Context: an optimization exercise on an open-source flow, tuned for small area, a short achievable clock period and few clock cycles per item. The choices shown serve that exercise and are no tape-out recipe.
The RTL was checked by simulation tests, not by an equivalence proof against the original design.

// rational_multiply_divide_unit
module rational_multiply_divide_unit
(
   input  wire logic        clock,
   input  wire logic        reset,
   input  wire logic        start,
   output logic             busy,
   input  wire logic [1:0]  req_operation,
   input  wire logic [31:0] req_first_num,
   input  wire logic [31:0] req_first_den,
   input  wire logic [31:0] req_second_num,
   input  wire logic [31:0] req_second_den,
   output logic             rsp_valid,
   output logic [31:0]      rsp_result_num,
   output logic [30:0]      rsp_result_den,
   output logic [1:0]       rsp_status
);
   localparam int SH = 3;    
   typedef enum logic [2:0] {S_IDLE, S_GCD, S_MUL, S_FIN} state_type;
   typedef enum logic [1:0] {P_FIRST, P_SECOND, P_PROD} phase_type;
   typedef enum logic [1:0] {X_HOLD, X_SHIFT, X_ABS, X_SUM} x_op_type;
   typedef enum logic [2:0] {M_HOLD, M_SHIFT, M_SUM, M_INIT, M_A, M_MACC} m_op_type;
   typedef enum logic [2:0] {F_HOLD, F_REQ, F_SUM, F_NEG} f_op_type;
   state_type   state_ff, state_in;
   phase_type   phase_ff, phase_in;
   logic        busy_ff, busy_in;
   logic        valid_ff, valid_in;
   logic [1:0]  status_ff, status_in;
   logic        md_ff, md_in;        
   logic        dv_ff, dv_in;        
   logic        aneg_ff, aneg_in, xneg_ff, xneg_in;
   logic        ov0_ff, ov0_in, ov1_ff, ov1_in;
   logic        mf_ff, mf_in;        
   logic        zd_ff, zd_in;        
   logic        z_ff, z_in;          
   logic        sov_ff, sov_in;      
   logic        pov_ff, pov_in;      
   logic        mz_ff, mz_in;        
   logic [31:0] f1n_ff, f1d_ff;
   logic [31:0] x_ff, y_ff;
   logic [31:0] m00_ff, m01_ff, m10_ff, m11_ff;
   x_op_type    x_op, y_op;
   m_op_type    m0_op, m1_op;
   f_op_type    f_op;
   logic        sel_dx, sel_dy;
   logic [1:0]  k0, k1;
   logic        done;
   logic [1:0]  st;
   logic [32:0] s0, s1, dxy, dyx;
   logic [31:0] srcn, srcd, absn, absd, pn, pd, xsh, ysh;
   logic [31:0] m00_sh, m10_sh, m01_sh, m11_sh;
   logic        cneg, nz, sw;
   logic        xy_eq, x_gt;
   logic        pneg;
   logic [1:0]  k_x, k_y, k_xy, k_d;
   function automatic logic [1:0] ctz(input logic [SH-1:0] v);
      ctz = 2'(SH);
      for (int i = SH - 1; i >= 1; i--)
         if (v[i]) ctz = 2'(i);
   endfunction
  ...
Size: roughly 280 flip-flops, roughly 200 I/O pins, roughly 28000 µm² of cells after synthesis.
clock: 6.0 ns
lec_check: 0
cap_margin: 40
core_margin: 2
core_utilization: 40
setup_slack_margin: 2
slew_margin: 40
run.sh (not shown) runs the stock make flow with config.mk's settings and CLKGATE_MAP_FILE= SYNTH_SCRIPT=/design/flow/synth_recipe.tcl, a recipe that flattens the netlist after the stock synthesis.
The baseline went through all stages and came out clean.
Testbench counts at the start, summed over its fixed seeds: cycles 171,724, items 4,800.
Then changed:
- SETUP_SLACK_MARGIN: 2 -> 2.2
What happened:
- The new run passed the timing, design-rule and antenna checks
- global-route usage goes up by 0.38 points
- core utilization came out higher by 3.2 points
- synthesized cell count stays the same
- first-iteration DRC count increases by 2.2%
- hold slack loses 7.9 ps
- final cell count rose by 2.5%

Starting RTL as in the previous note.
Settings: LEC_CHECK=0, CAP_MARGIN=40, CORE_MARGIN=2, CORE_UTILIZATION=40, SETUP_SLACK_MARGIN=2.2, SLEW_MARGIN=40; clock period 6.0 ns.
standard.sh (not shown) runs the stock make flow with config.mk's settings and CLKGATE_MAP_FILE= SYNTH_SCRIPT=/design/flow/synth_recipe.tcl, a recipe that flattens the netlist after the stock synthesis.
==> flow/flow/run.sh <==
#!/bin/bash
# The standard layout (standard.sh: the standard flow's own synthesis and ORFS flow, unchanged) with one
# difference: the port buffers that global placement inserts are sky130_fd_sc_hd__buf_1
# instead of the resizer's default choice. Every port still gets its own buffer.
set -euo pipefail
export BUFFER_PORTS_ARGS="-buffer_cell sky130_fd_sc_hd__buf_1"
bash standard.sh > flow.log 2>&1
Testbench counts at the start, summed over its fixed seeds: cycles 171,724, items 4,800.
==> next run, changes <==
--- a/flow/config.mk
+++ b/flow/config.mk
@@ -11 +11 @@
-export SETUP_SLACK_MARGIN = 2.2
+export SETUP_SLACK_MARGIN = 2
Result:
- setup slack loses 0.28 ns
- wire length decreases by a few percent
- core utilization decreases by 2.2 points
- worst hold slack is about the same
- clock-buffer cell count increases by 9
- cell area decreases by a few percent
- synthesized area is unchanged

-- what the ideal ports hide --
No port has a modelled driver above. Below, the same layouts with a new extraction and two added sets of constraints. Step 1, drivers: a clkbuf_16 drives clock and a buf_2 each remaining input, both assumed. Step 2 moves the port delays by t, midway between the first and last clock arrival at a register: inputs arrive t later, outputs are due t later. That takes back most of the time a late clock gives input paths. Slacks: ideal ports / drivers / drivers and shift; pairs: ideal ports / drivers.
run | t, ns | setup WS [ns] | clock arrival spread, ns | slew at the worst register clock pin (ns) | pins driven straight from the clock port
the first run of note 1 | 0.643 | 1.886 / 1.886 / 1.431 | 0.032 / 0.033 | 0.07 / 0.07 | 1
the second run of note 1 | 0.628 | 2.033 / 2.033 / 1.565 | 0.037 / 0.038 | 0.07 / 0.07 | 1
the first run of note 2 | 0.659 | 2.131 / 2.131 / 1.699 | 0.024 / 0.024 | 0.07 / 0.07 | 1
the second run of note 2 | 0.627 | 1.847 / 1.847 / 1.598 | 0.026 / 0.025 | 0.06 / 0.06 | 1
After both steps every run listed still meets setup and hold. For the second run of note 1, which loses most, drivers alone change the setup slack by 0.000 ns; drivers and shift together by -0.468 ns.
